This is an optimization exercise on Yosys and OpenROAD, whose aim is small area, a short achievable clock period and few clock cycles per item, not a production implementation.
Only simulation tests tie the RTL to the original design; equivalence was not proved.
No activity file was given, so power comes from the tool's default toggle rates.

Setup of v7:
==> flow/design.v (excerpt) <==
module display_test_pattern_generator (
  input  wire logic                           clk,
  input  wire logic                           rst_n,
  input  wire logic                           cfg_we,
  input  wire logic [dtpg_pkg::CFG_IDX_W-1:0] cfg_index,
  input  wire logic [dtpg_pkg::CFG_DAT_W-1:0] cfg_wdata,
  input  wire logic                           in_tvalid,
  output logic                                in_tready,
  input  wire logic [7:0]                     in_tdata,    
  output logic                                out_tvalid,
  input  wire logic                           out_tready,
  output logic [63:0]                         out_tdata,
  output logic                                out_tlast    
);
Size: roughly 1900 cells after synthesis, roughly 99 I/O pins.
clock: 7.5 ns
lec_check: 0
cap_margin: 20
core_margin: 2
core_utilization: 40
setup_slack_margin: 4.4
slew_margin: 20
tns_end_percent: 5
standard.sh (not shown) runs the stock make flow with config.mk's settings and CLKGATE_MAP_FILE= SYNTH_SCRIPT=/design/flow/synth_recipe.tcl, a recipe that flattens the netlist after the stock synthesis.
==> flow/flow/run.sh <==
#!/bin/bash
# Standard layout (standard synthesis unchanged), with the port buffers made from plain
# buffers instead of the delay cells buffer_ports picks by default.
set -e
export BUFFER_PORTS_ARGS="-buffer_cell sky130_fd_sc_hd__buf_2"
export CTS_ARGS="-sink_clustering_enable -repair_clock_nets -dont_use_dummy_load"
bash standard.sh > standard.log 2>&1
Testbench counts of v7, summed over its fixed seeds: cycles 30,016, items 29,696.
### v7 -> v4
- SETUP_SLACK_MARGIN changed from 4.4 to 4.0
--- a/flow/flow/run.sh
+++ b/flow/flow/run.sh
@@ -6 +5,0 @@
-export CTS_ARGS="-sink_clustering_enable -repair_clock_nets -dont_use_dummy_load"
### Flow results
On worst hold slack: v4 sits below v7. The lower share of the clock period used by the worst path after layout of v4 and v7 is in v7. Per the comparison of v4 with v7, sequential share of layout area saw an increase, via count saw a decrease, number of cells in the finished layout apart from fillers saw a decrease, share of power burned in the clock network saw an increase.
--- input diff v4..v22 ---
- an added PLACE_DENSITY_LB_ADDON of 0.2
- a change of SETUP_SLACK_MARGIN from 4.0 to 4.2
--- a/flow/flow/run.sh
+++ b/flow/flow/run.sh
@@ -5,0 +6 @@
+export CTS_ARGS="-sink_clustering_enable -repair_clock_nets -dont_use_dummy_load"
[summary]
Comparing v4 and v22, the higher relative slew slack was measured on v4.
Worst setup path startpoint = u_dp.bq_r[1]$_SDFFE_PP0P_: v22; worst setup path startpoint = u_dp.bq_r[2]$_SDFFE_PP0P_: v4
In the flow results for v4 and v22, the first-iteration detailed-routing DRC count is larger on v22.
Going from v4 to v22, final routed wire length divided by cell count flat, share of power burned in combinational logic increased 2.8 points.
For v22, the group with the largest share of power was sequential cells, unlike v4, where it was clock.
The following lists how v8 was set up differently from v22:
- removing PLACE_DENSITY_LB_ADDON (formerly 0.2)
--- a/flow/flow/run.sh
+++ b/flow/flow/run.sh
@@ -6 +5,0 @@
-export CTS_ARGS="-sink_clustering_enable -repair_clock_nets -dont_use_dummy_load"
Results
- Number of cells on the worst reg-to-reg path ended up 1 higher on v8 than on v22.
- Sort v22 and v8 by global-route usage, descending, and v8 comes first.
- In v8, setup slack is lower than in v22.
- Comparing v8 against v22, there is no change at all in number of enable-type register cells in the synthesized netlist.
- Fraction of standard cell area that is sequential for v8: 0.33 points down relative to v22
- Going from v22 to v8, filler-free cell count of the finished design has remained practically unchanged, detail-routed via count per cell moved up, fmax neither gained nor lost much.
- The number of global-route vias before repair of v8 exceeds that of v22 by 246.
- v22 ended up with dfxtp_4 as its cell with the largest stage delay on the worst path; v8 ended up with dfxtp_2.
Edits applied to the flow inputs when going from v8 to v50:
- PLACE_DENSITY_LB_ADDON: unset -> 0.35
--- a/flow/flow/run.sh
+++ b/flow/flow/run.sh
@@ -5,0 +6 @@
+export CTS_ARGS="-sink_clustering_enable -repair_clock_nets -dont_use_dummy_load"
### Flow results
Re clock buffer count: v8 and v50 aren't equal, and the lower value belongs to v50.
In v50, the worst slew margin relative to its limit came out 1.4 points above the value in v8.
Relative to v8, the switching power total measured on v50 has decreased by a few percent.
Taking v50 as 1.0, v8 lands at 0.884 on non-clock buffer count.
Comparing v8 and v50, the higher final cell count is on v8.
Higher fmax was reported by v50, not v8.
For v8, the capture point of the critical path was out_tdata[9], unlike v50, where it was out_tdata[3].
Changes observed in v50 relative to v8: data arrival time of the worst path essentially unchanged, core occupancy in the finished layout decreased by 0.29 points relative to the old numbers, layout overhead on the synthesized area shows a reduction of 0.72 points.
What v52 does differently from v50 at the input level:
- PLACE_DENSITY_LB_ADDON: 0.35 -> unset
- CORE_UTILIZATION: 40 -> 60
### Flow results
v50 did not stop at any stage, and its layout met the timing, DRC and antenna checks. v52 finished end to end and its layout was clean on timing, DRC and antenna. As far as sequential cell area fraction in the yosys report is concerned, v50 and v52 perform about the same. v50 -> v52: total non-filler cell area in the finished layout decreased slightly. In v52 the share of the clock period used by the worst path after layout turned out 0.26 points higher than in v50. Compared v52 vs v50, and number of buffers other than clock buffers in the final layout is up in v52.

port drivers added, routing unchanged:
The results above use ideal ports. As a check the final layouts listed here were re-extracted and re-timed, cells and wires unchanged. Step 1 (the two cells are an assumption about what drives the block):
set clk [get_ports {clk}]
set_driving_cell -lib_cell sky130_fd_sc_hd__clkbuf_16 $clk
set_driving_cell -lib_cell sky130_fd_sc_hd__buf_2 [delete_from_list [all_inputs] $clk]
Step 2 moves the port delays by t, midway between the first and last clock arrival at a register: inputs arrive t later, outputs are due t later. That takes back most of the time a late clock gives input paths. Slacks: ideal ports / drivers / drivers and shift; pairs: ideal ports / drivers.
run	shift t [ns]	slack for setup (ns)	hold WS [ns]	worst setup path after step 2	worst register clock-pin slew, ns
v7	0.601	4.151 / 4.098 / 3.594	0.471 / 0.471 / 0.471	input to register	0.06 / 0.06
v4	0.625	3.949 / 3.891 / 3.470	0.466 / 0.466 / 0.466	input to register	0.06 / 0.06
v22	0.602	4.125 / 4.070 / 3.642	0.467 / 0.467 / 0.467	input to register	0.06 / 0.06
v8	0.626	4.117 / 4.063 / 3.526	0.462 / 0.462 / 0.462	input to register	0.06 / 0.06
v50	0.593	4.128 / 4.073 / 3.589	0.464 / 0.464 / 0.464	input to register	0.07 / 0.07
v52	0.588	4.108 / 4.058 / 3.648	0.465 / 0.465 / 0.465	input to register	0.06 / 0.06
After both steps every run listed still meets setup and hold. For v8, which loses most, drivers alone change the setup slack by -0.054 ns; drivers and shift together by -0.591 ns.
